Background: an optimization exercise with open tools, aiming at small area, a short achievable clock period and few clock cycles per item. Do not read the settings as production practice.
RTL that was checked went through simulation tests only; none was proved equivalent to the original.
For run 1, only the layout was checked, not whether the RTL still works.
Power and IR drop assume default switching activity.

## flow/design.v

```verilog
`timescale 1ns / 1ps
package sfomd_pkg;
  localparam int unsigned FRAME_KEPT = 7;
  localparam int unsigned WRAP_SLOTS = 33;
  localparam logic [7:0]  END_BYTE   = 8'h80;
  localparam logic [1:0]  CFG_PWM_PERIOD    = 2'd0;
  localparam logic [1:0]  CFG_ROTATION_GAIN = 2'd1;
  localparam logic [1:0]  CFG_BRAKE_BELOW   = 2'd2;
  localparam logic [15:0] PWM_PERIOD_RST    = 16'd1473;
  localparam logic [2:0]  ROTATION_GAIN_RST = 3'd1;
  localparam logic [7:0]  BRAKE_BELOW_RST   = 8'd50;
endpackage
`timescale 1ns / 1ps
module sfomd_benc (
  input  logic [2:0] dg,
  input  logic       s,
  output logic [2:0] ctl
);
  logic one, two;
  assign one = dg[1] ^ dg[0];
  assign two = (dg == 3'b011) || (dg == 3'b100);
  assign ctl = {one, two, (dg[2] ^ s) && (one || two)};
endmodule
module sfomd_mul (
  input  logic [15:0] period,
  input  logic [2:0]  ctl0, ctl1, ctl2, ctl3,    
  input  logic        ph,
  input  logic [28:0] acc_s, acc_c,
  output logic [28:0] sum_s, sum_c
);
  logic [17:0] r0, r1, r2;
  logic [16:0] r3;
  logic        n0, n1, n2;
  assign n0 = ctl0[0];
  assign n1 = ctl1[0];
  assign n2 = ctl2[0];
  assign r0 = ((ctl0[2] ? {2'b00, period} : 18'd0) | (ctl0[1] ? {1'b0, period, 1'b0} : 18'd0)) ^ {18{n0}};
  assign r1 = ((ctl1[2] ? {2'b00, period} : 18'd0) | (ctl1[1] ? {1'b0, period, 1'b0} : 18'd0)) ^ {18{n1}};
  assign r2 = ((ctl2[2] ? {2'b00, period} : 18'd0) | (ctl2[1] ? {1'b0, period, 1'b0} : 18'd0)) ^ {18{n2}};
  assign r3 = (ctl3[2] ? {1'b0, period} : 17'd0) | (ctl3[1] ? {period, 1'b0} : 17'd0);
  logic [28:0] op0, op1, op2, op3, op4;
  assign op0 = {9'd0, ~r0[17], r0[17], r0[17], r0[16:0]};
  assign op1 = {8'd0, 1'b1, ~r1[17], r1[16:0], 1'b0, n0};
  assign op2 = {7'h7f, ~r2[17], r2[16:0], 1'b0, n1, 2'b00};
  assign op3 = ph ? {acc_s[22:0], 1'b0, n2, 4'b0000}
                  : {6'd0, r3, 1'b0, n2, 4'b0000};
  assign op4 = ph ? {acc_c[22:0], 6'd0} : 29'd0;
  logic [28:0] s1, c1, s2, c2;
  assign s1    = op0 ^ op1 ^ op2;
  assign c1    = {((op0 & op1) | (op0 & op2) | (op1 & op2)), 1'b0};
  assign s2    = s1 ^ c1 ^ op3;
  assign c2    = {((s1 & c1) | (s1 & op3) | (c1 & op3)), 1'b0};
  assign sum_s = s2 ^ c2 ^ op4;
  assign sum_c = {((s2 & c2) | (s2 & op4) | (c2 & op4)), 1'b0};
endmodule
module sfomd_duty
(
  input  logic [28:0] x,
  output logic [19:0] part    
);
  logic [7:0] a2, a1, a0;
  logic       sat;
  logic [8:0] u;
  logic [7:0] ts;
  logic [8:0] tc;
  logic       g71, p71, ge1, ge2;
  assign a2  = x[23:16];
  assign a1  = x[15:8];
  assign a0  = x[7:0];
  assign sat = (x[28:24] != '0) || (a2 == 8'hff);
  assign u   = {1'b0, a2} + {1'b0, a1};
  assign ts  = a2 ^ a1 ^ a0;
  assign tc  = {((a2 & a1) | (a2 & a0) | (a1 & a0)), 1'b0};
  always_comb begin
    g71 = 1'b0;
    p71 = 1'b1;
    for (int i = 1; i < 8; i++) begin
      g71 = (ts[i] & tc[i]) | ((ts[i] | tc[i]) & g71);
      p71 = p71 & (ts[i] | tc[i]);
    end
  end
  assign ge1  = tc[8] | g71 | (p71 & ts[0]);
  assign ge2  = tc[8] & (g71 | p71);
  assign part = {sat, ge2, ge1, a2, u};
endmodule
module sfomd_duty_fin
(
  input  logic [19:0] part,
  output logic [15:0] duty
);
  logic       sat, ge2, ge1;
  logic [7:0] a2, h;
  logic [8:0] u, l;
  assign {sat, ge2, ge1, a2, u} = part;
  assign l    = ge2 ? u + 9'd2 : (ge1 ? u + 9'd1 : u);
  assign h    = l[8] ? a2 + 8'd1 : a2;
  assign duty = sat ? 16'hffff : {h, l[7:0]};
endmodule
`timescale 1ns / 1ps
module serial_frame_to_omni_motor_drive
(
  input  logic                   clk,
  input  logic                   rst_n,
  input  logic                   in_valid,
  output logic                   in_ready,
  input  logic [7:0]             in_data,
  output logic                   out_valid,
  input  logic                   out_ready,
  output logic [1:0]             out_motor_index,
  output logic                   out_forward_pin,
  output logic                   out_reverse_pin,
  output logic [15:0]            out_duty,
  output logic                   out_status_led,
  output logic                   out_last,
  input  logic                   cfg_we,
  input  logic [1:0]             cfg_index,
  input  logic [15:0]            cfg_data
);
  logic [15:0] period_r;
  logic [2:0]  gain_r;
  logic [7:0]  brake_r;
  logic [7:0]  slot_r [sfomd_pkg::FRAME_KEPT];
  logic [5:0]  pos_r;
  logic [6:0]  pos_inc;
  logic [6:0]  wsel_r;      
  logic [6:0]  sa_r, sb_r;  
  logic        in_ready_r;
  logic        jp_r;
  logic        cap_v;
  logic [1:0]  mw_r;
  logic signed [10:0] op_r, oth_r;
  logic signed [13:0] turn_r;
  logic        m_v, m_ph;
  logic signed [13:0] m_r;
  logic [2:0]  ctl_r [4];
  logic        acc_v;
  logic [28:0] acc_s, acc_c;
  logic        a_fwd, a_rev;
  logic        x_v, x_ph;
  logic [28:0] x_r;
  logic        x_fwd, x_rev;
  logic        out_valid_r;
  logic [1:0]  o_idx;
  logic        o_fwd, o_rev, o_led;
  logic [15:0] o_duty;
  logic accept, end_acc, out_free, deliver, do_d1, x_free, do_c, do_a, do_b;
  logic do_mix, mix_last, judge;
  logic jp_nxt, cap_v_nxt, cap_g_nxt, m_v_nxt, m_ph_nxt, jposs_nxt;
  logic [1:0] mw_nxt;
  assign accept   = in_valid && in_ready_r;
  assign end_acc  = accept && (in_data == sfomd_pkg::END_BYTE);
  assign out_free = !out_valid_r;
  assign deliver  = x_v && x_ph && out_free;
  assign do_d1    = x_v && !x_ph;
  assign x_free   = !x_v || deliver;
  assign do_c     = acc_v && x_free;
  assign do_a     = m_v && !m_ph && (!acc_v || do_c);
  assign do_b     = m_v && m_ph;
  assign do_mix   = cap_v && (!m_v || do_b);
  assign mix_last = do_mix && (mw_r == 2'd3);
  assign judge    = jp_r && (!cap_v || mix_last);
  logic [6:0]  k0, k1, k2, k3, k4, k5;
  logic [6:0]  ks1, kc1, ks2, kc2, ks3, kc3, ka, kb, sm;
  logic        good;
  assign k0  = wsel_r[0] ? 7'd0 : slot_r[0][6:0];
  assign k1  = wsel_r[1] ? 7'd0 : slot_r[1][6:0];
  assign k2  = wsel_r[2] ? 7'd0 : slot_r[2][6:0];
  assign k3  = wsel_r[3] ? 7'd0 : slot_r[3][6:0];
  assign k4  = wsel_r[4] ? 7'd0 : slot_r[4][6:0];
  assign k5  = wsel_r[5] ? 7'd0 : slot_r[5][6:0];
  assign ks1 = k0 ^ k1 ^ k2;
  assign kc1 = {((k0 & k1) | (k0 & k2) | (k1 & k2)), 1'b0};
  assign ks2 = k3 ^ k4 ^ k5;
  assign kc2 = {((k3 & k4) | (k3 & k5) | (k4 & k5)), 1'b0};
  assign ks3 = ks1 ^ kc1 ^ ks2;
  assign kc3 = {((ks1 & kc1) | (ks1 & ks2) | (kc1 & ks2)), 1'b0};
  assign ka  = ks3 ^ kc3 ^ kc2;
  assign kb  = {((ks3 & kc3) | (ks3 & kc2) | (kc3 & kc2)), 1'b0};
  assign sm  = sa_r + sb_r;
  assign good = !slot_r[6][7] && (sm == slot_r[6][6:0]);
  logic signed [10:0] s4, s4n;
  logic signed [13:0] trow1, trow0, turn;
  logic [1:0]  td1;
  logic signed [2:0] td0;
  assign s4    = {3'({1'b0, slot_r[4][7:6]} - 3'd1), slot_r[4][5:0], 2'b01};
  assign s4n   = {3'({1'b0, ~slot_r[4][7:6]} - 3'd3), ~slot_r[4][5:0], 2'b11};
  assign td1   = {1'b0, gain_r[2]} + {1'b0, gain_r[1]};
  assign td0   = $signed({2'b00, gain_r[0]}) - $signed({1'b0, gain_r[1], 1'b0});
  assign trow1 = (td1 == 2'd2) ? 14'(s4) <<< 3 : (td1 == 2'd1) ? 14'(s4) <<< 2 : 14'sd0;
  assign trow0 = (td0 == 3'sd1)  ? 14'(s4)
               : (td0 == -3'sd1) ? 14'(s4n)
               : (td0 == -3'sd2) ? 14'(s4n) <<< 1 : 14'sd0;
  assign turn  = trow1 + trow0;
  logic signed [10:0] s2, s3;
  logic signed [13:0] v;
  assign s2 = {3'({1'b0, slot_r[2][7:6]} - 3'd1), slot_r[2][5:0], 2'b01};
  assign s3 = {3'({1'b0, slot_r[3][7:6]} - 3'd1), slot_r[3][5:0], 2'b01};
  assign v  = turn_r + 14'(op_r);
  logic signed [13:0] v_hi;
  logic [14:0] vx_hi, vx_m;
  logic [2:0]  ctl_hi [4];
  logic [2:0]  ctl_lo [3];
  logic [2:0]  ctl_nxt [4];
  assign v_hi  = do_mix ? v : m_r;
  assign vx_hi = {v_hi, 1'b0};
  assign vx_m  = {m_r, 1'b0};
  for (genvar k = 0; k < 4; k++) begin : g_enc_hi
    sfomd_benc u_enc (.dg(vx_hi[2*(k+3) +: 3]), .s(v_hi[13]), .ctl(ctl_hi[k]));
  end
  for (genvar k = 0; k < 3; k++) begin : g_enc_lo
    sfomd_benc u_enc (.dg(vx_m[2*k +: 3]), .s(m_r[13]), .ctl(ctl_lo[k]));
  end
  always_comb begin
    for (int k = 0; k < 4; k++) begin
      if (!do_mix && m_ph_nxt) ctl_nxt[k] = (k < 3) ? ctl_lo[k] : 3'b000;
      else                     ctl_nxt[k] = ctl_hi[k];
    end
  end
  logic [28:0] prod_s, prod_c;
  logic        brk, brk_r;
  sfomd_mul u_mul (
    .period (period_r),
    .ctl0   (ctl_r[0]),
    .ctl1   (ctl_r[1]),
    .ctl2   (ctl_r[2]),
    .ctl3   (ctl_r[3]),
    .ph     (m_ph),
    .acc_s  (acc_s),
    .acc_c  (acc_c),
    .sum_s  (prod_s),
    .sum_c  (prod_c)
  );
  logic       bsg, bhi;
  logic [7:0] bw;
  logic [8:0] bl;
  assign bsg = m_r[13];
  assign bhi = (m_r[13:8] == {6{bsg}});
  assign bw  = m_r[7:0] ^ {8{bsg}};
  assign bl  = {1'b0, brake_r} - {8'd0, bsg};
  assign brk = bhi && !bl[8] && ({1'b0, bw} < bl);
  logic [19:0] part;
  logic [15:0] duty;
  sfomd_duty u_duty (
    .x    (x_r),
    .part (part)
  );
  sfomd_duty_fin u_duty_fin (
    .part (x_r[19:0]),
    .duty (duty)
  );
  assign pos_inc   = {1'b0, pos_r} + 7'd1;
  assign jp_nxt    = end_acc || (jp_r && !judge);
  assign cap_v_nxt = judge ? good : (mix_last ? 1'b0 : cap_v);
  assign mw_nxt    = do_mix ? mw_r + 2'd1 : mw_r;
  assign m_v_nxt   = do_mix ? 1'b1 : (do_b ? 1'b0 : m_v);
  assign m_ph_nxt  = do_mix ? 1'b0 : (do_a ? 1'b1 : m_ph);
  assign cap_g_nxt = judge || (cap_v && !mix_last);
  assign jposs_nxt = !cap_g_nxt || ((mw_nxt == 2'd3) && (!m_v_nxt || m_ph_nxt));
  always_ff @(posedge clk) begin
    if (!rst_n) begin
      period_r    <= sfomd_pkg::PWM_PERIOD_RST;
      gain_r      <= sfomd_pkg::ROTATION_GAIN_RST;
      brake_r     <= sfomd_pkg::BRAKE_BELOW_RST;
      pos_r       <= '0;
      wsel_r      <= 7'd1;
      in_ready_r  <= 1'b1;
      jp_r        <= 1'b0;
      cap_v       <= 1'b0;
      mw_r        <= '0;
      m_v         <= 1'b0;
      m_ph        <= 1'b0;
      acc_v       <= 1'b0;
      x_v         <= 1'b0;
      x_ph        <= 1'b0;
      out_valid_r <= 1'b0;
      o_idx       <= 2'd3;
      o_led       <= 1'b0;
    end else begin
      if (cfg_we) begin
        case (cfg_index)
          sfomd_pkg::CFG_PWM_PERIOD:    period_r <= cfg_data;
          sfomd_pkg::CFG_ROTATION_GAIN: gain_r   <= cfg_data[2:0];
          sfomd_pkg::CFG_BRAKE_BELOW:   brake_r  <= cfg_data[7:0];
          default: ;
        endcase
      end
      if (accept) begin
        if (in_data == sfomd_pkg::END_BYTE || pos_inc >= 7'(sfomd_pkg::WRAP_SLOTS)) begin
          pos_r  <= '0;
          wsel_r <= 7'd1;
        end else begin
          pos_r  <= pos_inc[5:0];
          wsel_r <= {wsel_r[5:0], 1'b0};
        end
      end
      jp_r       <= jp_nxt;
      in_ready_r <= !(jp_nxt && !jposs_nxt);
      cap_v      <= cap_v_nxt;
      mw_r       <= mw_nxt;
      m_v        <= m_v_nxt;
      m_ph       <= m_ph_nxt;
      if (do_b) begin
        acc_v <= 1'b1;
      end else if (do_c) begin
        acc_v <= 1'b0;
      end
      if (do_c) begin
        x_v  <= 1'b1;
        x_ph <= 1'b0;
      end else begin
        if (deliver) x_v <= 1'b0;
        if (do_d1)   x_ph <= 1'b1;
      end
      if (deliver) begin
        out_valid_r <= 1'b1;
        o_idx       <= o_idx + 2'd1;
        if (o_idx == 2'd3) o_led <= !o_led;
      end else if (out_ready) begin
        out_valid_r <= 1'b0;
      end
    end
  end
  always_ff @(posedge clk) begin
    for (int j = 0; j < sfomd_pkg::FRAME_KEPT; j++) begin
      if (!rst_n || (accept && wsel_r[j])) slot_r[j] <= rst_n ? in_data : 8'd0;
    end
  end
  always_ff @(posedge clk) begin
    if (accept) begin
      sa_r <= ka;
      sb_r <= kb;
    end
    if (judge) begin
      op_r   <= s2;
      oth_r  <= s3;
      turn_r <= turn;
    end else if (do_mix) begin
      op_r   <= oth_r;
      oth_r  <= -op_r;
    end
    if (do_mix) begin
      m_r <= v;
    end
    for (int k = 0; k < 4; k++) ctl_r[k] <= ctl_nxt[k];
    if (do_a) brk_r <= brk;
    if (do_a || do_b) begin
      acc_s <= prod_s;
      acc_c <= prod_c;
    end
    if (do_b) begin
      a_fwd <= brk_r || !m_r[13];
      a_rev <= brk_r || m_r[13];
    end
    if (do_c) begin
      x_r   <= acc_s + acc_c;
      x_fwd <= a_fwd;
      x_rev <= a_rev;
    end else if (do_d1) begin
      x_r[19:0] <= part;
    end
    if (deliver) begin
      o_fwd  <= x_fwd;
      o_rev  <= x_rev;
      o_duty <= duty;
    end
  end
  assign in_ready        = in_ready_r;
  assign out_valid       = out_valid_r;
  assign out_motor_index = o_idx;
  assign out_forward_pin = o_fwd;
  assign out_reverse_pin = o_rev;
  assign out_duty        = o_duty;
  assign out_status_led  = o_led;
  assign out_last        = (o_idx == 2'd3);
endmodule
```

## flow/flow/run.sh

```bash
#!/bin/bash
set -euo pipefail
bash standard.sh synth > synth.log 2>&1
bash standard.sh \
  "BUFFER_PORTS_ARGS=-buffer_cell sky130_fd_sc_hd__buf_2" \
  "CTS_ARGS=-sink_clustering_enable -repair_clock_nets -dont_use_dummy_load -buf_list {sky130_fd_sc_hd__clkbuf_4 sky130_fd_sc_hd__clkbuf_8}" \
  finish > layout.log 2>&1
```

## flow/standard.sh

```bash
#!/bin/bash
# synth_recipe.tcl (not shown) runs the flow's synth.tcl, then flattens the netlist and writes it again
# the make line also repeats each setting of config.mk as NAME=value (left out here)
make -C /OpenROAD-flow-scripts/flow DESIGN_CONFIG=/design/flow/config.mk WORK_HOME=/design/flow/orfs CLKGATE_MAP_FILE= SYNTH_SCRIPT=/design/flow/synth_recipe.tcl "${@:-finish}"
```

## flow/config.mk

```make
export PLATFORM = sky130hd
export DESIGN_NAME = serial_frame_to_omni_motor_drive
export DESIGN_NICKNAME = serial_frame_to_omni_motor_drive
export VERILOG_FILES = /design/flow/design.v
export SDC_FILE = /design/flow/constraint.sdc
export NUM_CORES = 4
export LEC_CHECK = 0
export CAP_MARGIN = 20
export CORE_MARGIN = 2
export CORE_UTILIZATION = 40
export CTS_BUF_LIST = sky130_fd_sc_hd__clkbuf_4 sky130_fd_sc_hd__clkbuf_8
export SETUP_SLACK_MARGIN = 4.0
export SLEW_MARGIN = 20
```

## flow/constraint.sdc

```tcl
create_clock -name core_clock -period 7.0 [get_ports {clk}]
set_input_delay 1.4000 -clock core_clock [delete_from_list [all_inputs] [get_ports {clk}]]
set_output_delay 1.4000 -clock core_clock [all_outputs]
set_load 0.01 [all_outputs]
```

==> results.sh, run 1 <==
export IMPL_outcome="no timing/DRC/antenna violations"
export IMPL_grt_pass1_vias=12700
export IMPL_crit_buf_inv=3
export IMPL_seq_area_frac_synth_pct=43.0
export IMPL_finalHoldViolCount=0
export IMPL_wl_per_cell_um=17.2
export IMPL_synth_top_area_cell="edfxtp_1"
export IMPL_setup_tns_final_ps=0
export IMPL_setup_viol=0
export IMPL_drc=0
export IMPL_die_y_um=217
export IMPL_start_kind="flop"
export IMPL_gp_congestion=0.886
export IMPL_grt_max_degree=62
export IMPL_cp_arrival_ps=3420
export IMPL_drive_above_1_share_pct=11.1
export IMPL_synthArstFlopShare_pct=0
export IMPL_worst_path_max_fanout=3
export IMPL_max_slew_margin_pct=23.2
export IMPL_viasPerCell=5.27
export IMPL_rsz0062_at_grt="yes"
export IMPL_crit_path_end_kind="flop"
export IMPL_firstDrtPassIters=6
export IMPL_final_cell_count_no_fill=2416
export IMPL_max_cap_violations=0
export IMPL_clk_latency_ps=630
export IMPL_clk_path_buf_depth=3
export IMPL_core_area_um2=45100
export IMPL_ys_top_cells_by_count="nand2_1 (234), edfxtp_1 (208), inv_1 (115)"
export IMPL_cts_tree="built"
export IMPL_post_route_period_util_pct=42.7
export IMPL_regArea_um2=7830
export IMPL_cp_cell_sequence="ha_4 > inv_1 > fa_2 > nor2b_2 > o21ai_2 > a21boi_2 > o21ai_2 > buf_6 > a211oi_4 > nor3_2 > o31ai_2 > ha_1 > buf_4 > o211ai_1 > o221ai_1"
export IMPL_area_growth_pct=10.5
export IMPL_maxSlewViolCount=0
export IMPL_die_w_um=217
export IMPL_synth_most_common_cell="nand2_1"
export IMPL_port_buffers=54
export IMPL_cts_max_level=2
export IMPL_path_common_cell="o21ai_2"
export IMPL_dp_cells=2338
export IMPL_vias=12700
export IMPL_pwr_density_cell_nw_per_um2=224
export IMPL_p_leak_nw=7.78
export IMPL_globalRouteOverflowTotal=0
export IMPL_final_setup_skew_ps=58.2
export IMPL_synth_ff_type="edfxtp_1"
export IMPL_fillerInstances=4304
export IMPL_nNetsFinal=2038
export IMPL_synthSimpleGateAreaFrac_pct=13.6
export IMPL_drt_total_wl_um=41700
export IMPL_worst_setup_path_type="reg -> reg"
export IMPL_cts_made_buffers=52
export IMPL_worstHoldPathType="reg -> reg"
export IMPL_track_usage_pct=17.8
export IMPL_crit_slowest_cell="dfxtp_4"
export IMPL_synth_fp_nets=1981
export IMPL_synth_top_area_share_pct=34.4
export IMPL_synth_fa_ha_area_share_pct=16.7
export IMPL_synth_edf_count=208
export IMPL_avgSynthCellArea_um2=10.3
export IMPL_synthXorXnorAreaFrac_pct=7.38
export IMPL_ys_warnings_count=10
export IMPL_ys_seq_elements=286
export IMPL_start_util_pct=40.3
export IMPL_root_buffer="clkbuf_8"
export IMPL_synth_compound_area_share_pct=14.0
export IMPL_critPathTopFamily="compound AO/OA/AOI/OAI gates"
export IMPL_synthTopCellsByArea="edfxtp_1 (34%), fa_1 (9.3%), dfxtp_1 (8.6%)"
export IMPL_peakVddDrop_v=0.000135
export IMPL_min_period_ps=2990
export IMPL_fmax_mhz=335
export IMPL_synth_distinct_cells=71
export IMPL_clkSinkCount=286
export IMPL_worstPathRequired_ps=7440
export IMPL_grt_pass1_wl_um=66900
export IMPL_rows=78
export IMPL_synth_top_family_by_area="adder cells"
export IMPL_die_area_um2=47100
export IMPL_io_pins=55
export IMPL_dp_final_hpwl_um=30700
export IMPL_tightest_slew_ps=1120
export IMPL_syn_inst=1760
export IMPL_synthesis_area_um2=18200
export IMPL_antenna_found_initial=0
export IMPL_synthMuxAreaShare_pct=1.13
export IMPL_ant_nets=0
export IMPL_drt_iter0_drc=1088
export IMPL_cts_reportedPaths_clkPinSlew_ps=50
export IMPL_multi_input_area_um2=9770
export IMPL_holdBufCountCts=0
export IMPL_max_stage_delay_ps=380
sequential cells by signal, summed over array words and instances (netlist names), 5 cells and up:
signal / count
o_duty: 16
slot_r: 53
sa_r: 7
sb_r: 5
ctl_r: 11
pos_r: 6
wsel_r: 7
oth_r: 11
x_r: 29
turn_r: 14
acc_s: 29
m_r: 14
op_r: 11
brake_r: 8
acc_c: 25
period_r: 16
per-stage QoR:
step / hold WS [ps] / setup WS, ps / util [%] / area [um^2] / total power [W]
2_1_floorplan: 400 / 4000 / - / 18200 / 0.00295
3_3_place_gp: 411 / 3600 / 42.0 / 18900 / 0.00320
3_5_place_dp: 415 / 3490 / 42.1 / 19000 / 0.00325
4_1_cts: 428 / 3890 / 44.0 / 19900 / 0.00455
5_1_grt: 440 / 3840 / 44.5 / 20100 / 0.00479
6_report: 424 / 4010 / 44.5 / 20100 / 0.00449
cell families after synthesis:
family,Yosys count
compound gates,387
xor+xnor,153
fa+ha+maj,193
buf+inv,206
flops,286
mux,20
simple gates,515
worst paths after layout:
path / slack [ps] / endpoint / cells past startpoint / startpoint
setup reg to reg: 4010 / ctl_r[2][0] / 15 / op_r[0]
hold / removal: 420 / o_fwd / 0 / x_fwd
hold reg to reg: 420 / o_fwd / 0 / x_fwd
setup / recovery: 4010 / ctl_r[2][0] / 15 / op_r[0]
power breakdown:
group	internal [W]	switching, W	leakage [nW]
clock	0.000648	0.000626	0.374
sequential	0.00199	0.000113	2.58
combinational	0.000521	0.000593	4.83
cells in the final DEF (no fill, tap or decap), drive strengths merged, types with 29 or more instances in the layout:
cell | Yosys | final
nand2 | 234 | 234
edfxtp | 208 | 208
inv | 118 | 117
o21ai | 108 | 108
xnor2 | 106 | 106
ha | 106 | 106
buf | 13 | 88
fa | 84 | 84
dfxtp | 78 | 78
a21oi | 66 | 66
a22oi | 62 | 62
nor2 | 60 | 60
nor2b | 59 | 59
clkbuf | 73 | 52
xor2 | 47 | 47
and2 | 41 | 41
nand3 | 29 | 29
layout make-up:
| type | count | share of cell area (%) |
|---|---|---|
| sequential | 286 | 39.0 |
| inverter | 120 | 2.29 |
| timing repair inverter | 1 | 0.0249 |
| antenna | 1 | 0.0125 |
| multi-input combinational | 1268 | 48.6 |
| timing repair buffer | 88 | 2.74 |
| tap | 600 | 3.74 |
| clock buffer | 52 | 3.56 |
what timing repair did:
action,4_1_cts,5_1_grt
gates cloned,0,1
gates resized for setup,27,31
buffers inserted,10,14
pin swaps,14,12
endpoints found under the setup margin,40,26
routing by layer:
layer	share of wire [%]	routed length, um	GRT usage, %
met4	2.0	837	4.25
met5	0	0	0
met1	46	19300	24.3
met2	47	19400	29.1
met3	5.2	2150	3.28
==> run 2, diff against run 1 <==
--- a/flow/design.v
+++ b/flow/design.v
@@ -180,40 +180,44 @@
   assign good = !slot_r[6][7] && (sm == slot_r[6][6:0]);
   logic signed [10:0] s4, s4n;
   logic signed [13:0] trow1, trow0, turn;
-  logic [1:0]  td1;
-  logic signed [2:0] td0;
+  logic        t8, t4, tp1, tm1, tm2;
   assign s4    = {3'({1'b0, slot_r[4][7:6]} - 3'd1), slot_r[4][5:0], 2'b01};
   assign s4n   = {3'({1'b0, ~slot_r[4][7:6]} - 3'd3), ~slot_r[4][5:0], 2'b11};
-  assign td1   = {1'b0, gain_r[2]} + {1'b0, gain_r[1]};
-  assign td0   = $signed({2'b00, gain_r[0]}) - $signed({1'b0, gain_r[1], 1'b0});
-  assign trow1 = (td1 == 2'd2) ? 14'(s4) <<< 3 : (td1 == 2'd1) ? 14'(s4) <<< 2 : 14'sd0;
-  assign trow0 = (td0 == 3'sd1)  ? 14'(s4)
-               : (td0 == -3'sd1) ? 14'(s4n)
-               : (td0 == -3'sd2) ? 14'(s4n) <<< 1 : 14'sd0;
+  assign t8    = gain_r[2] & gain_r[1];              
+  assign t4    = gain_r[2] ^ gain_r[1];              
+  assign tp1   = !gain_r[1] & gain_r[0];             
+  assign tm1   = gain_r[1] & gain_r[0];              
+  assign tm2   = gain_r[1] & !gain_r[0];             
+  assign trow1 = (t8 ? (14'(s4) <<< 3) : 14'sd0) | (t4 ? (14'(s4) <<< 2) : 14'sd0);
+  assign trow0 = (tp1 ? 14'(s4) : 14'sd0) | (tm1 ? 14'(s4n) : 14'sd0)
+               | (tm2 ? (14'(s4n) <<< 1) : 14'sd0);
   assign turn  = trow1 + trow0;
   logic signed [10:0] s2, s3;
   logic signed [13:0] v;
   assign s2 = {3'({1'b0, slot_r[2][7:6]} - 3'd1), slot_r[2][5:0], 2'b01};
   assign s3 = {3'({1'b0, slot_r[3][7:6]} - 3'd1), slot_r[3][5:0], 2'b01};
   assign v  = turn_r + 14'(op_r);
-  logic signed [13:0] v_hi;
-  logic [14:0] vx_hi, vx_m;
-  logic [2:0]  ctl_hi [4];
+  logic [14:0] vx_mix, vx_m;
+  logic [2:0]  ctl_mix [4];
   logic [2:0]  ctl_lo [3];
+  logic [2:0]  ctl_hi [4];
   logic [2:0]  ctl_nxt [4];
-  assign v_hi  = do_mix ? v : m_r;
-  assign vx_hi = {v_hi, 1'b0};
-  assign vx_m  = {m_r, 1'b0};
+  assign vx_mix = {v, 1'b0};
+  assign vx_m   = {m_r, 1'b0};
   for (genvar k = 0; k < 4; k++) begin : g_enc_hi
-    sfomd_benc u_enc (.dg(vx_hi[2*(k+3) +: 3]), .s(v_hi[13]), .ctl(ctl_hi[k]));
+    sfomd_benc u_enc (.dg(vx_mix[2*(k+3) +: 3]), .s(v[13]), .ctl(ctl_mix[k]));
   end
   for (genvar k = 0; k < 3; k++) begin : g_enc_lo
     sfomd_benc u_enc (.dg(vx_m[2*k +: 3]), .s(m_r[13]), .ctl(ctl_lo[k]));
   end
+  for (genvar k = 0; k < 4; k++) begin : g_enc_hold
+    sfomd_benc u_enc (.dg(vx_m[2*(k+3) +: 3]), .s(m_r[13]), .ctl(ctl_hi[k]));
+  end
   always_comb begin
     for (int k = 0; k < 4; k++) begin
-      if (!do_mix && m_ph_nxt) ctl_nxt[k] = (k < 3) ? ctl_lo[k] : 3'b000;
-      else                     ctl_nxt[k] = ctl_hi[k];
+      if (do_mix)        ctl_nxt[k] = ctl_mix[k];
+      else if (m_ph_nxt) ctl_nxt[k] = (k < 3) ? ctl_lo[k] : 3'b000;
+      else               ctl_nxt[k] = ctl_hi[k];
     end
   end
   logic [28:0] prod_s, prod_c;
==> flow/flow/run.sh (replaced) <==
#!/bin/bash
set -euo pipefail
bash standard.sh synth > synth.log 2>&1
bash standard.sh \
  "BUFFER_PORTS_ARGS=-buffer_cell sky130_fd_sc_hd__buf_2" \
  "CTS_ARGS=-sink_clustering_enable -repair_clock_nets -dont_use_dummy_load -buf_list {sky130_fd_sc_hd__clkbuf_4}" \
  finish > layout.log 2>&1
--- a/flow/config.mk
+++ b/flow/config.mk
@@ -8,6 +8,5 @@
 export CAP_MARGIN = 20
 export CORE_MARGIN = 2
 export CORE_UTILIZATION = 40
-export CTS_BUF_LIST = sky130_fd_sc_hd__clkbuf_4 sky130_fd_sc_hd__clkbuf_8
 export SETUP_SLACK_MARGIN = 4.0
 export SLEW_MARGIN = 20
==> run 2 against run 1 <==
  * Area after synthesis is 0.57% higher
  * Critical path depth fell by 5
  * Power down 23%
  * Critical path type unchanged
  * Largest cell class unchanged
==> results.sh, run 2 <==
export IMPL_worst_setup_path_type="reg -> reg"
export IMPL_vias=12500
export IMPL_layout_commonest_cell="nand2_1"
export IMPL_worst_path_max_fanout=4
export IMPL_drive_above_1_share_pct=12.0
export IMPL_io_pins=55
export IMPL_synth_fp_nets=1975
export IMPL_max_cap_violations=0
export IMPL_holdBufCountCts=0
export IMPL_ys_warnings_count=11
export IMPL_die_area_um2=47400
export IMPL_area_growth_pct=9.24
export IMPL_p_leak_nw=7.77
export IMPL_fillerInstances=4328
export IMPL_die_w_um=218
export IMPL_start_util_pct=40.4
export IMPL_clk_path_buf_depth=3
export IMPL_antenna_found_initial=2
export IMPL_gp_congestion=0.871
export IMPL_min_period_ps=2950
export IMPL_synth_distinct_cells=69
export IMPL_nNetsFinal=2049
export IMPL_synth_edf_count=217
export IMPL_port_buffers=54
export IMPL_pwr_density_cell_nw_per_um2=173
export IMPL_ant_nets=0
export IMPL_max_stage_delay_ps=500
export IMPL_setup_tns_final_ps=0
export IMPL_synthArstFlopShare_pct=0
export IMPL_final_cell_mix="nand2_1 (224), edfxtp_1 (217), inv_1 (122), xnor2_1 (120), ha_1 (111)"
export IMPL_crit_slowest_cell="edfxtp_1"
export IMPL_rsz0062_at_grt="yes"
export IMPL_cts_max_level=3
export IMPL_drt_iter0_drc=707
export IMPL_core_area_um2=45300
export IMPL_synth_top_area_share_pct=35.7
export IMPL_outcome="no timing/DRC/antenna violations"
export IMPL_rrSetupSlack_ps=4050
export IMPL_die_y_um=218
export IMPL_synth_top_area_cell="edfxtp_1"
export IMPL_regArea_um2=7920
export IMPL_finalHoldViolCount=0
export IMPL_cp_arrival_ps=3570
export IMPL_grt_max_degree=69
export IMPL_reg_top3="slot_r: 53 flops, acc_s: 29 flops, x_r: 29 flops"
export IMPL_synth_most_common_cell="nand2_1"
export IMPL_avgSynthCellArea_um2=10.5
export IMPL_drt_total_wl_um=40800
export IMPL_cp_cell_sequence="ha_4 > nand3_1 > o211ai_1 > o221ai_2 > o21bai_1 > a21o_1 > xor2_4 > ha_1 > o2111ai_2 > nand3_1"
export IMPL_final_setup_skew_ps=140
export IMPL_grt_pass1_vias=12600
export IMPL_max_slew_margin_pct=37.4
export IMPL_cts_made_buffers=79
export IMPL_wl_per_cell_um=16.8
export IMPL_tightest_slew_ps=939
export IMPL_worstPathRequired_ps=7610
export IMPL_synth_ff_type="edfxtp_1"
export IMPL_grt_pass1_wl_um=66000
export IMPL_maxSlewViolCount=0
export IMPL_setup_viol=0
export IMPL_power_w=0.00345
export IMPL_path_common_cell="nand3_1"
export IMPL_rows=78
export IMPL_clkSinkCount=286
export IMPL_start_kind="flop"
export IMPL_post_route_period_util_pct=42.2
export IMPL_track_usage_pct=17.6
export IMPL_globalRouteOverflowTotal=0
export IMPL_root_buffer="clkbuf_4"
export IMPL_drc=0
export IMPL_cts_tree="built"
export IMPL_fmax_mhz=338
export IMPL_synthTopCellsByArea="edfxtp_1 (36%), fa_1 (9.2%), ha_1 (7.9%)"
export IMPL_syn_inst=1745
export IMPL_firstDrtPassIters=5
export IMPL_ys_seq_elements=286
export IMPL_crit_path_end_kind="flop"
export IMPL_synthesis_area_um2=18300
export IMPL_seq_area_frac_synth_pct=43.2
export IMPL_clk_latency_ps=830
export IMPL_ys_top_cells_by_count="nand2_1 (225), edfxtp_1 (217), xnor2_1 (124)"
export IMPL_cts_reportedPaths_clkPinSlew_ps=60
export IMPL_dp_final_hpwl_um=30300
export IMPL_viasPerCell=5.17
export IMPL_largest_register="slot_r"
export IMPL_peakVddDrop_v=0.000151
export IMPL_timing_hold_ws_ps=402
export IMPL_multi_input_area_um2=9740
export IMPL_worstHoldPathType="reg -> reg"
export IMPL_largest_reg_flops=53
## run 2: stage by stage
stage                     instances  util, %  worst slack, ps  cell area, um^2
after floorplan                1745        -             4090            18300
after global placement         2320     42.0             3510            19000
after detailed placement       2320     42.0             3450            19000
after CTS                      2405     43.6             3920            19700
after global routing           2422     44.1             3860            20000
final                          2422     44.1             4050            20000
## run 2: area by class of cell
cell class	count	area share [%]
Multi-Input combinational cell	1245	48.8
Antenna cell	5	0.0627
Timing Repair Buffer	80	2.33
Clock buffer	79	2.97
Inverter	127	2.41
Sequential cell	286	39.7
Tap cell	600	3.76
## run 2: where the power goes
part | switching, W | internal, W | total, W
registers | 0.0000396 | 0.00189 | 0.00193
clock network | 0.000613 | 0.000509 | 0.00112
logic | 0.000214 | 0.000184 | 0.000398
## run 2: path summary, 6_finish.rpt
check | start | to | cells past startpoint
min | x_rev | o_rev | 0
min reg2reg | x_rev | o_rev | 0
max | op_r[4] | ctl_r[2][0] | 10
max reg2reg | op_r[4] | ctl_r[2][0] | 10
## run 2: critical path: cells and delay by family (launching register included)
kind                     cells  cell delay [ps]
flip-flops                   1              500
AO/OA/AOI/OAI                5             1170
AND/OR/NAND/NOR              2              190
XOR/XNOR                     1              240
adder cells (fa/ha/maj)      2              640
## run 2: logic make-up after synthesis
family                     count (synthesis)  share of synthesized area [%]
adders and majority gates                201                           17.2
DFF                                      286                           43.2
and+or+nand+nor                          491                           12.9
xor gates and xnor gates                 173                           8.29
AOI/OAI and AO/OA                        352                           12.4
muxes                                     28                           1.57
buffers and inverters                    214                           4.42
## run 2: metal layers
| metal | vias to the layer above | wire length (um) | global-route usage (%) | part of all wire (%) |
|---|---|---|---|---|
| li1 | 6212 | - | - | - |
| met1 | 5949 | 17600 | 22.1 | 43 |
| met2 | 291 | 20200 | 30.1 | 50 |
| met3 | 74 | 1940 | 3.31 | 4.8 |
| met4 | 0 | 987 | 6.71 | 2.4 |
| met5 | - | 0 | 0 | 0 |
## run 2: what timing repair did
action	in CTS	in global routing
pin swaps	1	12
gates resized for setup	16	30
setup buffers	6	12
endpoints found under the setup margin	74	50
Testbench counts of run 2, summed over its fixed seeds: cycles 3,184, frames 384.
==> run 3, diff against run 2 <==
==> flow/flow/run.sh (replaced) <==
#!/bin/bash
set -euo pipefail
bash standard.sh synth > synth.log 2>&1
bash standard.sh \
  "BUFFER_PORTS_ARGS=-buffer_cell sky130_fd_sc_hd__buf_2" \
  "CTS_ARGS=-sink_clustering_enable -repair_clock_nets -dont_use_dummy_load -buf_list {sky130_fd_sc_hd__clkbuf_4 sky130_fd_sc_hd__clkbuf_8}" \
  finish > layout.log 2>&1
==> run 3 against run 2 <==
  * Still clean on timing, DRC and antenna
  * Synthesized cell count did not move
  * Combinational power barely moved
  * Sequential cell count did not move
  * Fmax rose by 1.6%
  * Power rose by 3.7%
  * Design area rose by 0.18%
  * Worst hold slack improved by 17 ps
  * Clock skew fell by 50 ps
  * Via count fell by 1.4%
==> results.sh, run 3 <==
export IMPL_synthTopCellsByArea="edfxtp_1 (36%), fa_1 (9.2%), ha_1 (7.9%)"
export IMPL_largest_reg_flops=53
export IMPL_reg_top3="slot_r: 53 flops, acc_s: 29 flops, x_r: 29 flops"
export IMPL_grt_pass1_vias=12300
export IMPL_syn_inst=1745
export IMPL_ys_top_cells_by_count="nand2_1 (225), edfxtp_1 (217), xnor2_1 (124)"
export IMPL_antenna_found_initial=0
export IMPL_drc=0
export IMPL_clk_path_buf_depth=3
export IMPL_cp_arrival_ps=3370
export IMPL_die_w_um=218
export IMPL_grt_max_degree=69
export IMPL_core_area_um2=45300
export IMPL_cts_made_buffers=51
export IMPL_nNetsFinal=2014
export IMPL_synth_top_area_cell="edfxtp_1"
export IMPL_port_buffers=54
export IMPL_start_kind="flop"
export IMPL_setup_tns_final_ps=0
export IMPL_ys_seq_elements=286
export IMPL_holdBufCountCts=0
export IMPL_power_w=0.00358
export IMPL_cp_cell_sequence="ha_4 > nor2b_1 > o21ai_1 > nand2b_1 > a21o_1 > a31o_2 > a41oi_2 > nor2b_4 > xnor2_2 > ha_1 > o2111ai_1 > nand3_1"
export IMPL_critPathTopFamily="compound AO/OA/AOI/OAI gates"
export IMPL_worstHoldPathType="reg -> reg"
export IMPL_rsz0062_at_grt="yes"
export IMPL_seq_area_frac_synth_pct=43.2
export IMPL_viasPerCell=5.18
export IMPL_max_stage_delay_ps=460
export IMPL_synth_fp_nets=1975
export IMPL_cts_reportedPaths_clkPinSlew_ps=60
export IMPL_area_growth_pct=9.43
export IMPL_synth_distinct_cells=69
export IMPL_cts_max_level=2
export IMPL_post_route_period_util_pct=41.6
export IMPL_drt_total_wl_um=40600
export IMPL_gp_congestion=0.871
export IMPL_clk_latency_ps=620
export IMPL_largest_register="slot_r"
export IMPL_io_pins=55
export IMPL_final_setup_skew_ps=90.4
export IMPL_synthesis_area_um2=18300
export IMPL_worstPathRequired_ps=7460
export IMPL_ys_warnings_count=11
export IMPL_worst_setup_path_type="reg -> reg"
export IMPL_grt_pass1_wl_um=65800
export IMPL_crit_path_end_kind="flop"
export IMPL_finalHoldViolCount=0
export IMPL_fmax_mhz=344
export IMPL_fillerInstances=4289
export IMPL_die_y_um=218
export IMPL_clkSinkCount=286
export IMPL_worst_path_max_fanout=4
export IMPL_layout_commonest_cell="nand2_1"
export IMPL_synth_most_common_cell="nand2_1"
export IMPL_final_cell_mix="nand2_1 (224), edfxtp_1 (217), inv_1 (121), xnor2_1 (120), ha_1 (110)"
export IMPL_crit_slowest_cell="edfxtp_1"
export IMPL_antenna_cells=0
export IMPL_fin_util_pct=44.2
export IMPL_start_util_pct=40.4
export IMPL_globalRouteOverflowTotal=0
export IMPL_synth_ff_type="edfxtp_1"
export IMPL_root_buffer="clkbuf_8"
export IMPL_wl_per_cell_um=17.0
export IMPL_min_period_ps=2910
export IMPL_synthArstFlopShare_pct=0
export IMPL_drt_iter0_drc=643
export IMPL_pwr_density_cell_nw_per_um2=179
export IMPL_cts_tree="built"
export IMPL_vias=12300
export IMPL_outcome="no timing/DRC/antenna violations"
export IMPL_max_cap_violations=0
export IMPL_p_leak_nw=7.72
export IMPL_track_usage_pct=17.4
export IMPL_peakVddDrop_v=0.000146
export IMPL_synth_edf_count=217
export IMPL_dp_final_hpwl_um=30300
export IMPL_setup_viol=0
export IMPL_maxSlewViolCount=0
export IMPL_tightest_slew_ps=911
export IMPL_drive_above_1_share_pct=10.2
export IMPL_crit_buf_inv=0
export IMPL_avgSynthCellArea_um2=10.5
export IMPL_firstDrtPassIters=5
export IMPL_ant_nets=0
export IMPL_die_area_um2=47400
export IMPL_synth_top_area_share_pct=35.7
export IMPL_rows=78
export IMPL_max_slew_margin_pct=38.9
[run 3: layout make-up]
class	count	area (um^2)	share of cell area [%]
Timing Repair Buffer	72	405	2.03
Multi-Input combinational cell	1245	9730	48.7
Timing Repair inverter	1	5.00	0.0250
Inverter	127	487	2.43
Clock buffer	51	702	3.51
Sequential cell	286	7920	39.6
Tap cell	600	751	3.75
[run 3: cells by family (layout without fill, tap and decap cells)]
group | count (synthesis) | count (layout) | synth area share [%]
multiplexers | 28 | 28 | 1.57
flip-flops | 286 | 286 | 43.2
adder cells (fa/ha/maj) | 201 | 201 | 17.2
AO/OA/AOI/OAI | 352 | 352 | 12.4
buffers and inverters | 214 | 251 | 4.42
AND/OR/NAND/NOR | 491 | 491 | 12.9
XOR/XNOR | 173 | 173 | 8.29
[run 3: repair_timing]
item / in CTS / in global routing
setup buffers: 3 / 7
pin swaps: 1 / 8
gates resized for setup: 13 / 33
setup endpoints to repair: 65 / 65
cloned: 0 / 1
[run 3: routing by layer]
layer / share of wire [%] / GRT usage [%] / vias to the layer above
li1: - / - / 6116
met5: 0 / 0 / -
met2: 50 / 30.4 / 255
met1: 44 / 22.3 / 5897
met3: 4.3 / 2.59 / 79
met4: 2.5 / 5.28 / 0
[run 3: path summary, 6_finish.rpt]
| path | startpoint | to | slack [ps] | depth (start not counted) |
|---|---|---|---|---|
| worst max-delay path | op_r[2] | ctl_r[2][0] | 4090 | 12 |
| worst min register to register | a_fwd | x_fwd | 420 | 0 |
| worst min-delay path | a_fwd | x_fwd | 420 | 0 |
| worst max register to register | op_r[2] | ctl_r[2][0] | 4090 | 12 |
[run 3: metrics by stage]
step,area (um^2),cells,hold slack [ps],setup slack [ps]
5_1_grt,20000,2382,431,3830
3_5_place_dp,19000,2320,409,3450
6_report,20000,2382,419,4090
4_1_cts,19800,2374,418,3940
2_1_floorplan,18300,1745,400,4090
3_3_place_gp,19000,2320,404,3510
[run 3: report_power, final]
part | internal, W | switching (W) | total [W]
combinational | 0.000183 | 0.000214 | 0.000397
sequential | 0.00190 | 0.0000402 | 0.00194
clock | 0.000637 | 0.000612 | 0.00125
total | 0.00272 | 0.000866 | 0.00358
==> run 4, diff against run 3 <==
==> flow/flow/run.sh (replaced) <==
#!/bin/bash
set -euo pipefail
bash standard.sh synth > synth.log 2>&1
bash standard.sh \
  "BUFFER_PORTS_ARGS=-buffer_cell sky130_fd_sc_hd__buf_2" \
  "CTS_ARGS=-sink_clustering_enable -repair_clock_nets -dont_use_dummy_load -buf_list {sky130_fd_sc_hd__clkbuf_4 sky130_fd_sc_hd__clkbuf_8} -sink_clustering_size 14 -sink_clustering_max_diameter 50" \
  finish > layout.log 2>&1
==> run 4 against run 3 <==
  * Sequential cell count unchanged
  * Worst setup slack improved by 25 ps
  * Final cell count decreased by 0.21%
  * Combinational power hardly changed
  * Critical path type unchanged
  * Clock power down 16%
  * Fmax up 0.87%
  * Clock-buffer cell count fell by 14
  * Critical path depth rose by 2
  * Non-clock buffer count increased by 9
  * Still clean on timing, DRC and antenna
  * Clock skew decreased by 27 ps
  * First-iteration DRC count increased by 5.0%
==> results.sh, run 4 <==
export IMPL_nNetsFinal=2009
export IMPL_cp_arrival_ps=3330
export IMPL_final_cell_mix="nand2_1 (224), edfxtp_1 (217), inv_1 (122), xnor2_1 (120), ha_1 (110)"
export IMPL_final_setup_skew_ps=63.5
export IMPL_final_cell_count_no_fill=2377
export IMPL_worstPathRequired_ps=7450
export IMPL_tightest_slew_ps=915
export IMPL_root_buffer="clkbuf_8"
export IMPL_drive_above_1_share_pct=10.1
export IMPL_vias=12300
export IMPL_area_growth_pct=8.82
export IMPL_p_leak_nw=7.67
export IMPL_post_route_period_util_pct=41.2
export IMPL_reg_top3="slot_r: 53 flops, acc_s: 29 flops, x_r: 29 flops"
export IMPL_grt_pass1_wl_um=65300
export IMPL_cp_startpoint="turn_r[0]"
export IMPL_outcome="no timing/DRC/antenna violations"
export IMPL_maxSlewViolCount=0
export IMPL_port_buffers=54
export IMPL_die_y_um=218
export IMPL_holdBufCountCts=0
export IMPL_track_usage_pct=17.3
export IMPL_setup_viol=0
export IMPL_avgSynthCellArea_um2=10.5
export IMPL_clkSinkCount=286
export IMPL_start_kind="flop"
export IMPL_grt_pass1_vias=12200
export IMPL_ys_top_cells_by_count="nand2_1 (225), edfxtp_1 (217), xnor2_1 (124)"
export IMPL_antenna_cells=0
export IMPL_holdCritStartpoint="x_rev"
export IMPL_worstHoldPathType="reg -> reg"
export IMPL_finalHoldViolCount=0
export IMPL_antenna_found_initial=0
export IMPL_grt_max_degree=69
export IMPL_worst_path_max_fanout=3
export IMPL_globalRouteOverflowTotal=0
export IMPL_largest_register="slot_r"
export IMPL_synth_fp_nets=1975
export IMPL_io_pins=55
export IMPL_syn_inst=1745
export IMPL_clk_latency_ps=590
export IMPL_synth_most_common_cell="nand2_1"
export IMPL_gp_congestion=0.871
export IMPL_timing_hold_ws_ps=386
export IMPL_synthesis_area_um2=18300
export IMPL_die_area_um2=47400
export IMPL_crit_path_end_kind="flop"
export IMPL_firstDrtPassIters=5
export IMPL_start_util_pct=40.4
export IMPL_drt_total_wl_um=40600
export IMPL_cts_max_level=2
export IMPL_viasPerCell=5.19
export IMPL_rows=78
export IMPL_drc=0
export IMPL_hold_depth=0
export IMPL_synth_edf_count=217
export IMPL_worst_setup_path_type="reg -> reg"
export IMPL_synth_top_area_share_pct=35.7
export IMPL_ys_warnings_count=11
export IMPL_reg2regPathDepth=14
export IMPL_r2r_start="turn_r[0]"
export IMPL_largest_reg_flops=53
export IMPL_max_cap_violations=0
export IMPL_cts_made_buffers=37
export IMPL_die_w_um=218
export IMPL_dp_final_hpwl_um=30300
export IMPL_cts_reportedPaths_clkPinSlew_ps=70
export IMPL_pwr_density_cell_nw_per_um2=170
export IMPL_synthArstFlopShare_pct=0
export IMPL_fmax_mhz=347
export IMPL_ant_nets=0
export IMPL_wl_per_cell_um=17.1
export IMPL_max_slew_margin_pct=38.8
export IMPL_setup_tns_final_ps=0
export IMPL_min_period_ps=2880
export IMPL_dp_cells=2320
export IMPL_synth_top_area_cell="edfxtp_1"
export IMPL_seq_area_frac_synth_pct=43.2
export IMPL_core_area_um2=45300
export IMPL_synth_distinct_cells=69
export IMPL_rsz0062_at_grt="yes"
export IMPL_clk_path_buf_depth=3
export IMPL_drt_iter0_drc=675
export IMPL_layout_commonest_cell="nand2_1"
export IMPL_peakVddDrop_v=0.000127
export IMPL_cts_tree="built"
export IMPL_synthTopCellsByArea="edfxtp_1 (36%), fa_1 (9.2%), ha_1 (7.9%)"
export IMPL_ys_seq_elements=286
export IMPL_synth_ff_type="edfxtp_1"
## run 4: cell counts after synthesis
Identical to the previous run, type by type.
## run 4: metal layers
metal	track usage, %	share of wire (%)
met1	22.4	44
met2	29.9	50
met3	2.85	4.3
met4	4.92	2.3
met5	0	0
## run 4: report_power, final
group	switching, W	internal [W]
combinational	0.000215	0.000184
clock	0.000578	0.000469
sequential	0.0000393	0.00189
total	0.000832	0.00254
## run 4: stage by stage
| step | utilization [%] | setup slack, ps | area [um^2] | total power (W) |
|---|---|---|---|---|
| final | 43.9 | 4120 | 19900 | 0.00338 |
| after global routing | 43.9 | 3980 | 19900 | 0.00355 |
| after CTS | 43.3 | 4010 | 19600 | 0.00343 |
| after detailed placement | 42.0 | 3450 | 19000 | 0.00237 |
| after global placement | 42.0 | 3510 | 19000 | 0.00236 |
| after floorplan | - | 4090 | 18300 | 0.00226 |
## run 4: worst max-delay path: stages, from the launching register on
cell and delay (ps):
edfxtp_1 380, ha_2 190, inv_1 70, fa_2 200, nor2b_1 50, o21ai_1 110, nand2b_1 90, a21o_1 210
a31o_2 270, a41oi_2 220, nor2b_4 220, xnor2_2 150, ha_1 300, o2111ai_1 190, nand3_1 110
## run 4: logic make-up after synthesis
family / Yosys count / synth area share [%]
mux: 28 / 1.57
xor+xnor: 173 / 8.29
buf+inv: 214 / 4.42
flops: 286 / 43.2
simple gates: 491 / 12.9
compound gates: 352 / 12.4
fa+ha+maj: 201 / 17.2
## run 4: area by class of cell
class | instances | area [um^2]
Timing Repair Buffer | 81 | 473
Inverter | 127 | 484
Clock buffer | 37 | 509
Multi-Input combinational cell | 1245 | 9740
Tap cell | 600 | 751
Fill cell | 4297 | 25400
Timing Repair inverter | 1 | 5.00
Sequential cell | 286 | 7920
## run 4: worst paths after layout
kind | endpoint | slack (ps)
hold / removal | o_rev | 390
setup reg to reg | ctl_r[2][0] | 4120
hold reg to reg | o_rev | 390
setup / recovery | ctl_r[2][0] | 4120
## run 4: timing repair
action	4_1_cts	5_1_grt
setup buffers	3	16
pin swaps	1	8
cloned	0	1
setup endpoints to repair	72	83
resized for setup	15	34
==> run 5, diff against run 4 <==
--- a/flow/config.mk
+++ b/flow/config.mk
@@ -8,5 +8,5 @@
 export CAP_MARGIN = 20
 export CORE_MARGIN = 2
 export CORE_UTILIZATION = 40
-export SETUP_SLACK_MARGIN = 4.0
+export SETUP_SLACK_MARGIN = 4.1
 export SLEW_MARGIN = 20
==> run 5 against run 4 <==
  * Synthesized cell count unchanged
  * Routed wire length increased by 1.2%
  * Via count increased by 0.50%
  * Critical endpoint unchanged
  * Sequential cell count unchanged
==> results.sh, run 5 <==
export IMPL_outcome="no timing/DRC/antenna violations"
export IMPL_drt_iter0_drc=621
export IMPL_intPower_w=0.00255
export IMPL_layout_commonest_cell="nand2_1"
export IMPL_ys_seq_elements=286
export IMPL_largest_reg_flops=53
export IMPL_worst_setup_path_type="reg -> reg"
export IMPL_final_cell_mix="nand2_1 (223), edfxtp_1 (217), inv_1 (120), xnor2_1 (120), ha_1 (102)"
export IMPL_grt_pass1_vias=12300
export IMPL_min_period_ps=2830
export IMPL_crit_path_end_kind="flop"
export IMPL_rows=78
export IMPL_path_common_cell="nand3_1"
export IMPL_maxSlewViolCount=0
export IMPL_fillerInstances=4284
export IMPL_io_pins=55
export IMPL_synth_top_area_share_pct=35.7
export IMPL_drive_above_1_share_pct=11.7
export IMPL_ant_nets=0
export IMPL_worst_path_max_fanout=5
export IMPL_final_setup_skew_ps=87.5
export IMPL_dp_final_hpwl_um=30500
export IMPL_synth_ff_type="edfxtp_1"
export IMPL_syn_inst=1745
export IMPL_wl_per_cell_um=17.2
export IMPL_drc=0
export IMPL_power_frac_seq_pct=57.2
export IMPL_worstHoldPathType="reg -> reg"
export IMPL_power_switching_share_pct=24.6
export IMPL_power_w=0.00338
export IMPL_crit_buf_inv=1
export IMPL_post_route_period_util_pct=40.4
export IMPL_globalRouteOverflowTotal=0
export IMPL_synthesis_area_um2=18300
export IMPL_reg_top3="slot_r: 53 flops, acc_s: 29 flops, x_r: 29 flops"
export IMPL_firstDrtPassIters=5
export IMPL_rrSetupSlack_ps=4170
export IMPL_p_leak_nw=7.72
export IMPL_root_buffer="clkbuf_8"
export IMPL_port_buffers=54
export IMPL_die_y_um=218
export IMPL_cts_made_buffers=37
export IMPL_synth_most_common_cell="nand2_1"
export IMPL_pwr_density_cell_nw_per_um2=168
export IMPL_dpl_cell_area_um2=19000
export IMPL_regArea_um2=7920
export IMPL_synth_fp_nets=1975
export IMPL_max_stage_delay_ps=460
export IMPL_cts_tree="built"
export IMPL_finalHoldViolCount=0
export IMPL_gp_congestion=0.881
export IMPL_viasPerCell=5.19
export IMPL_finalInstanceArea_um2=20100
export IMPL_largest_register="slot_r"
export IMPL_vias=12400
export IMPL_p_sw_w=0.000831
export IMPL_cts_max_level=2
export IMPL_core_area_um2=45300
export IMPL_dp_cells=2320
export IMPL_fmax_mhz=354
export IMPL_area_growth_pct=9.98
export IMPL_start_kind="flop"
export IMPL_avgSynthCellArea_um2=10.5
export IMPL_clockPowerShare_pct=30.9
export IMPL_die_area_um2=47400
export IMPL_tightest_slew_ps=929
export IMPL_ys_top_cells_by_count="nand2_1 (225), edfxtp_1 (217), xnor2_1 (124)"
export IMPL_synth_edf_count=217
export IMPL_max_slew_margin_pct=37.9
export IMPL_cts_reportedPaths_clkPinSlew_ps=90
export IMPL_max_cap_violations=0
export IMPL_drt_total_wl_um=41100
export IMPL_cp_arrival_ps=3280
export IMPL_cp_cell_sequence="ha_2 > nand3_1 > o211ai_1 > o221ai_2 > o21bai_1 > a21o_1 > xor2_4 > buf_4 > ha_4 > o2111ai_1 > nand3_1"
export IMPL_seq_area_frac_synth_pct=43.2
export IMPL_setup_viol=0
export IMPL_peakVddDrop_v=0.000125
export IMPL_crit_slowest_cell="edfxtp_1"
export IMPL_track_usage_pct=17.6
export IMPL_synthArstFlopShare_pct=0
export IMPL_clk_path_buf_depth=3
export IMPL_setup_tns_final_ps=0
export IMPL_grt_max_degree=69
export IMPL_ys_warnings_count=11
export IMPL_worstPathRequired_ps=7450
export IMPL_final_cell_count_no_fill=2389
export IMPL_multi_input_area_um2=9850
export IMPL_clk_latency_ps=620
export IMPL_antenna_cells=0
export IMPL_clkSinkCount=286
export IMPL_synth_top_area_cell="edfxtp_1"
export IMPL_power_share_combinational_pct=12.0
export IMPL_antenna_found_initial=0
export IMPL_start_util_pct=40.4
export IMPL_nNetsFinal=2021
export IMPL_rsz0062_at_grt="yes"
export IMPL_grt_pass1_wl_um=66300
export IMPL_synth_distinct_cells=69
export IMPL_synthTopCellsByArea="edfxtp_1 (36%), fa_1 (9.2%), ha_1 (7.9%)"
export IMPL_die_w_um=218
export IMPL_critPathTopFamily="compound AO/OA/AOI/OAI gates"
run 5: kinds of logic (layout without fill, tap and decap cells):
family	Yosys count	after routing	share of synthesized area [%]
simple gates	491	491	12.9
compound gates	352	352	12.4
flops	286	286	43.2
buf+inv	214	258	4.42
fa+ha+maj	201	201	17.2
xor+xnor	173	173	8.29
mux	28	28	1.57
run 5: layout make-up:
cell class	instances	share of cell area, %
Inverter	127	2.44
Timing Repair inverter	1	0.0249
Multi-Input combinational cell	1245	49.0
Sequential cell	286	39.4
Timing Repair Buffer	93	2.82
Clock buffer	37	2.53
Tap cell	600	3.74
run 5: what timing repair did:
action | in CTS | in global routing
pin swaps | 5 | 21
buffers inserted | 10 | 21
gates resized for setup | 29 | 48
hold buffers | 0 | 0
cloned | 1 | 0
endpoints found under the setup margin | 97 | 34
run 5: metal layers:
layer	wire [um]	GRT usage [%]	up-vias
met5	0	0	-
met4	1230	6.46	0
met3	1640	2.98	69
met2	20100	30.0	249
met1	18200	22.4	5942
li1	-	-	6129
run 5: worst paths after layout:
| check | from | endpoint | depth (start not counted) |
|---|---|---|---|
| worst max-delay path | op_r[4] | ctl_r[2][0] | 11 |
| worst min-delay path | a_rev | x_rev | 0 |
| worst max register to register | op_r[4] | ctl_r[2][0] | 11 |
| worst min register to register | a_rev | x_rev | 0 |
run 5: worst register-to-register path: cells and delay by family, from the launching register on:
kind / cells / cell delay, ps
compound gates: 5 / 1010
fa+ha+maj: 2 / 610
flops: 1 / 460
xor+xnor: 1 / 210
simple gates: 2 / 190
buf+inv: 1 / 170
run 5: stage by stage:
step | setup WS, ps | hold WS, ps | utilization (%)
4_1_cts | 4100 | 431 | 43.5
3_3_place_gp | 3520 | 407 | 42.0
2_1_floorplan | 4120 | 400 | -
3_5_place_dp | 3450 | 410 | 42.0
5_1_grt | 4030 | 434 | 44.4
6_report | 4170 | 426 | 44.4
run 5: power groups by stage:
| stage | Combinational [W] | Clock [W] | Sequential, W |
|---|---|---|---|
| floorplan | 0.000310 | 0 | 0.00195 |
| global placement | 0.000391 | 0 | 0.00197 |
| detailed placement | 0.000403 | 0 | 0.00197 |
| CTS | 0.000408 | 0.00109 | 0.00193 |
| global route | 0.000464 | 0.00114 | 0.00194 |
| finish | 0.000405 | 0.00104 | 0.00193 |
==> run 6, diff against run 5 <==
--- a/flow/config.mk
+++ b/flow/config.mk
@@ -8,5 +8,5 @@
 export CAP_MARGIN = 20
 export CORE_MARGIN = 2
 export CORE_UTILIZATION = 40
-export SETUP_SLACK_MARGIN = 4.1
+export SETUP_SLACK_MARGIN = 4.4
 export SLEW_MARGIN = 20
==> run 6 against run 5 <==
  * Critical path depth increased by 3
  * Core utilization increased by 2.6 points
  * Register-to-register slack worse by 30 ps
  * Design area is 5.9% higher
  * Clock power is essentially flat
  * Global-route usage up 0.12 points
  * Sequential power barely moved
  * Final cell count increased by 3.1%
  * Largest power group unchanged
  * Still clean
  * Fmax decreased by 0.92%
==> results.sh, run 6 <==
export IMPL_outcome="no timing/DRC/antenna violations"
export IMPL_largest_register="slot_r"
export IMPL_die_w_um=218
export IMPL_gp_congestion=0.882
export IMPL_fin_util_pct=47.0
export IMPL_dp_cells=2321
export IMPL_crit_path_end_kind="flop"
export IMPL_peakVddDrop_v=0.000167
export IMPL_clkSinkCount=286
export IMPL_pwr_density_cell_nw_per_um2=157
export IMPL_globalRouteOverflowTotal=0
export IMPL_r2r_end="ctl_r[2][0]"
export IMPL_regArea_um2=7970
export IMPL_nNetsFinal=2093
export IMPL_hold_path_end="x_fwd"
export IMPL_largest_reg_flops=53
export IMPL_area_growth_pct=16.5
export IMPL_antenna_found_initial=1
export IMPL_post_route_period_util_pct=40.8
export IMPL_synth_fp_nets=1975
export IMPL_fillerInstances=4123
export IMPL_clk_latency_ps=600
export IMPL_core_area_um2=45300
export IMPL_setup_viol=0
export IMPL_grt_pass1_vias=12500
export IMPL_ys_warnings_count=11
export IMPL_reg_top3="slot_r: 53 flops, acc_s: 29 flops, x_r: 29 flops"
export IMPL_finalHoldViolCount=0
export IMPL_firstDrtPassIters=5
export IMPL_synth_distinct_cells=69
export IMPL_start_kind="flop"
export IMPL_vias=12800
export IMPL_multi_input_area_um2=10300
export IMPL_synth_top_area_cell="edfxtp_1"
export IMPL_min_period_ps=2850
export IMPL_setup_tns_final_ps=0
export IMPL_io_pins=55
export IMPL_synth_edf_count=217
export IMPL_tightest_slew_ps=703
export IMPL_viasPerCell=5.20
export IMPL_rows=78
export IMPL_hold_depth=0
export IMPL_synthTopCellsByArea="edfxtp_1 (36%), fa_1 (9.2%), ha_1 (7.9%)"
export IMPL_drt_total_wl_um=43300
export IMPL_final_cell_mix="nand2_1 (220), edfxtp_1 (217), inv_1 (116), xnor2_1 (112), ha_1 (96)"
export IMPL_avgSynthCellArea_um2=10.5
export IMPL_worst_path_max_fanout=3
export IMPL_max_slew_margin_pct=53.1
export IMPL_cts_tree="built"
export IMPL_ys_top_cells_by_count="nand2_1 (225), edfxtp_1 (217), xnor2_1 (124)"
export IMPL_clk_path_buf_depth=3
export IMPL_final_setup_skew_ps=86.3
export IMPL_root_buffer="clkbuf_8"
export IMPL_cp_arrival_ps=3270
export IMPL_worst_setup_path_type="reg -> reg"
export IMPL_p_leak_nw=8.23
export IMPL_synth_ff_type="edfxtp_1"
export IMPL_timing_hold_ws_ps=426
export IMPL_final_cell_count_no_fill=2462
export IMPL_die_area_um2=47400
export IMPL_syn_inst=1745
export IMPL_ant_nets=0
export IMPL_cts_reportedPaths_clkPinSlew_ps=70
export IMPL_track_usage_pct=17.7
export IMPL_rsz0062_at_grt="yes"
export IMPL_maxSlewViolCount=0
export IMPL_reg2regPathDepth=14
export IMPL_ys_seq_elements=286
export IMPL_wl_per_cell_um=17.6
export IMPL_max_cap_violations=0
export IMPL_worstPathRequired_ps=7410
export IMPL_cts_made_buffers=35
export IMPL_holdCritStartpoint="a_fwd"
export IMPL_start_util_pct=40.4
export IMPL_dpl_cell_area_um2=19200
export IMPL_cts_max_level=2
export IMPL_grt_max_degree=69
export IMPL_seq_area_frac_synth_pct=43.2
export IMPL_grt_pass1_wl_um=66500
export IMPL_synthArstFlopShare_pct=0
export IMPL_dp_final_hpwl_um=30700
export IMPL_drt_iter0_drc=701
export IMPL_port_buffers=54
export IMPL_die_y_um=218
export IMPL_synth_top_area_share_pct=35.7
export IMPL_fmax_mhz=350
export IMPL_rrSetupSlack_ps=4150
export IMPL_layout_commonest_cell="nand2_1"
export IMPL_synth_most_common_cell="nand2_1"
export IMPL_synthesis_area_um2=18300
export IMPL_worstHoldPathType="reg -> reg"
export IMPL_r2r_start="turn_r[0]"
export IMPL_drive_above_1_share_pct=20.7
export IMPL_drc=0
export IMPL_finalInstanceArea_um2=21300
## run 6: routing by layer
layer / vias up / part of all wire (%) / global-route usage, %
met5: - / 0.018 / 0
met2: 254 / 50 / 32.1
li1: 6279 / - / -
met3: 79 / 4.4 / 3.49
met4: 2 / 2.8 / 4.42
met1: 6192 / 42 / 21.6
## run 6: kinds of logic after synthesis
family | after synthesis | share of synthesized area, %
AOI/OAI and AO/OA | 352 | 12.4
xor gates and xnor gates | 173 | 8.29
adders and majority gates | 201 | 17.2
buffers and inverters | 214 | 4.42
DFF | 286 | 43.2
muxes | 28 | 1.57
and+or+nand+nor | 491 | 12.9
## run 6: worst max path at each step
stage / startpoint / endpoint / slack [ps] / cells past startpoint
6_report: turn_r[0] / ctl_r[2][0] / 4150 / 14
5_1_grt: turn_r[0] / ctl_r[2][0] / 3980 / 14
4_1_cts: turn_r[0] / ctl_r[2][0] / 4160 / 14
3_5_place_dp: in_valid / slot_r[4][7] / 3590 / 5
3_3_place_gp: in_valid / slot_r[4][7] / 3670 / 5
2_1_floorplan: period_r[12] / acc_s[12] / 4360 / 6
## run 6: final cells by class
class | instances | share of cell area, %
Multi-Input combinational cell | 1245 | 48.3
Sequential cell | 286 | 37.4
Timing Repair Buffer | 167 | 6.11
Tap cell | 600 | 3.53
Inverter | 127 | 2.32
Clock buffer | 35 | 2.26
Timing Repair inverter | 1 | 0.0235
Antenna cell | 1 | 0.0118
## run 6: worst max-delay path, cell delays in order, from the launching register on
cell and delay (ps):
edfxtp_1 420, ha_2 220, inv_2 50, fa_2 190, nor2b_1 50, o21ai_1 130, nand2b_1 80, a21o_1 170
a31o_2 210, a41oi_2 150, nor2b_4 210, xnor2_2 90, ha_1 350, o2111ai_2 200, nand3_2 140
## run 6: per-stage QoR
step | setup slack, ps | power (W)
after floorplan | 4360 | 0.00226
after detailed placement | 3590 | 0.00237
after CTS | 4160 | 0.00339
after global routing | 3980 | 0.00352
final | 4150 | 0.00335
after global placement | 3670 | 0.00236
## run 6: report_power, final
group	total [W]	internal (W)	switching, W
Sequential	0.00193	0.00189	0.0000378
Clock	0.00101	0.000444	0.000564
Combinational	0.000416	0.000194	0.000223
Total	0.00335	0.00253	0.000824
## run 6: timing repair
item,4_1_cts,5_1_grt
resized for setup,103,95
endpoints found under the setup margin,189,104
pin swaps,39,74
hold buffers,0,0
buffers inserted,42,60
cloned,2,1

what the ideal ports hide:
The results above use ideal ports. As a check the final layouts listed here were re-extracted and re-timed, cells and wires unchanged. Step 1 sets driving cells, clkbuf_16 on the clock port and buf_2 on the other inputs (assumed; they add their load-dependent delay and slew). Step 2 also shifts input and output timing later by t, the mid clock arrival at the registers, as if the neighbouring blocks saw the same clock. a / b / c = ideal / step 1 / step 2; a / b = the first two.
run | shift t [ns] | setup slack, ns | hold WS [ns] | slew at the worst register clock pin (ns) | worst slew at a driven data input, ns
run 1 | 0.643 | 4.012 / 4.012 / 3.529 | 0.424 / 0.424 / 0.424 | 0.06 / 0.06 | 0.04
run 2 | 0.806 | 4.045 / 4.045 / 3.529 | 0.402 / 0.402 / 0.402 | 0.07 / 0.07 | 0.05
run 3 | 0.621 | 4.090 / 4.090 / 3.703 | 0.419 / 0.419 / 0.419 | 0.06 / 0.06 | 0.05
run 4 | 0.611 | 4.115 / 4.115 / 3.701 | 0.386 / 0.386 / 0.386 | 0.09 / 0.09 | 0.05
run 5 | 0.621 | 4.171 / 4.171 / 3.809 | 0.426 / 0.426 / 0.426 | 0.09 / 0.09 | 0.05
run 6 | 0.605 | 4.145 / 4.145 / 4.110 | 0.426 / 0.426 / 0.426 | 0.08 / 0.08 | 0.08
After both steps setup and hold are still met in every run listed. For run 2, which loses most, drivers alone change the setup slack by 0.000 ns; drivers and shift together by -0.516 ns.
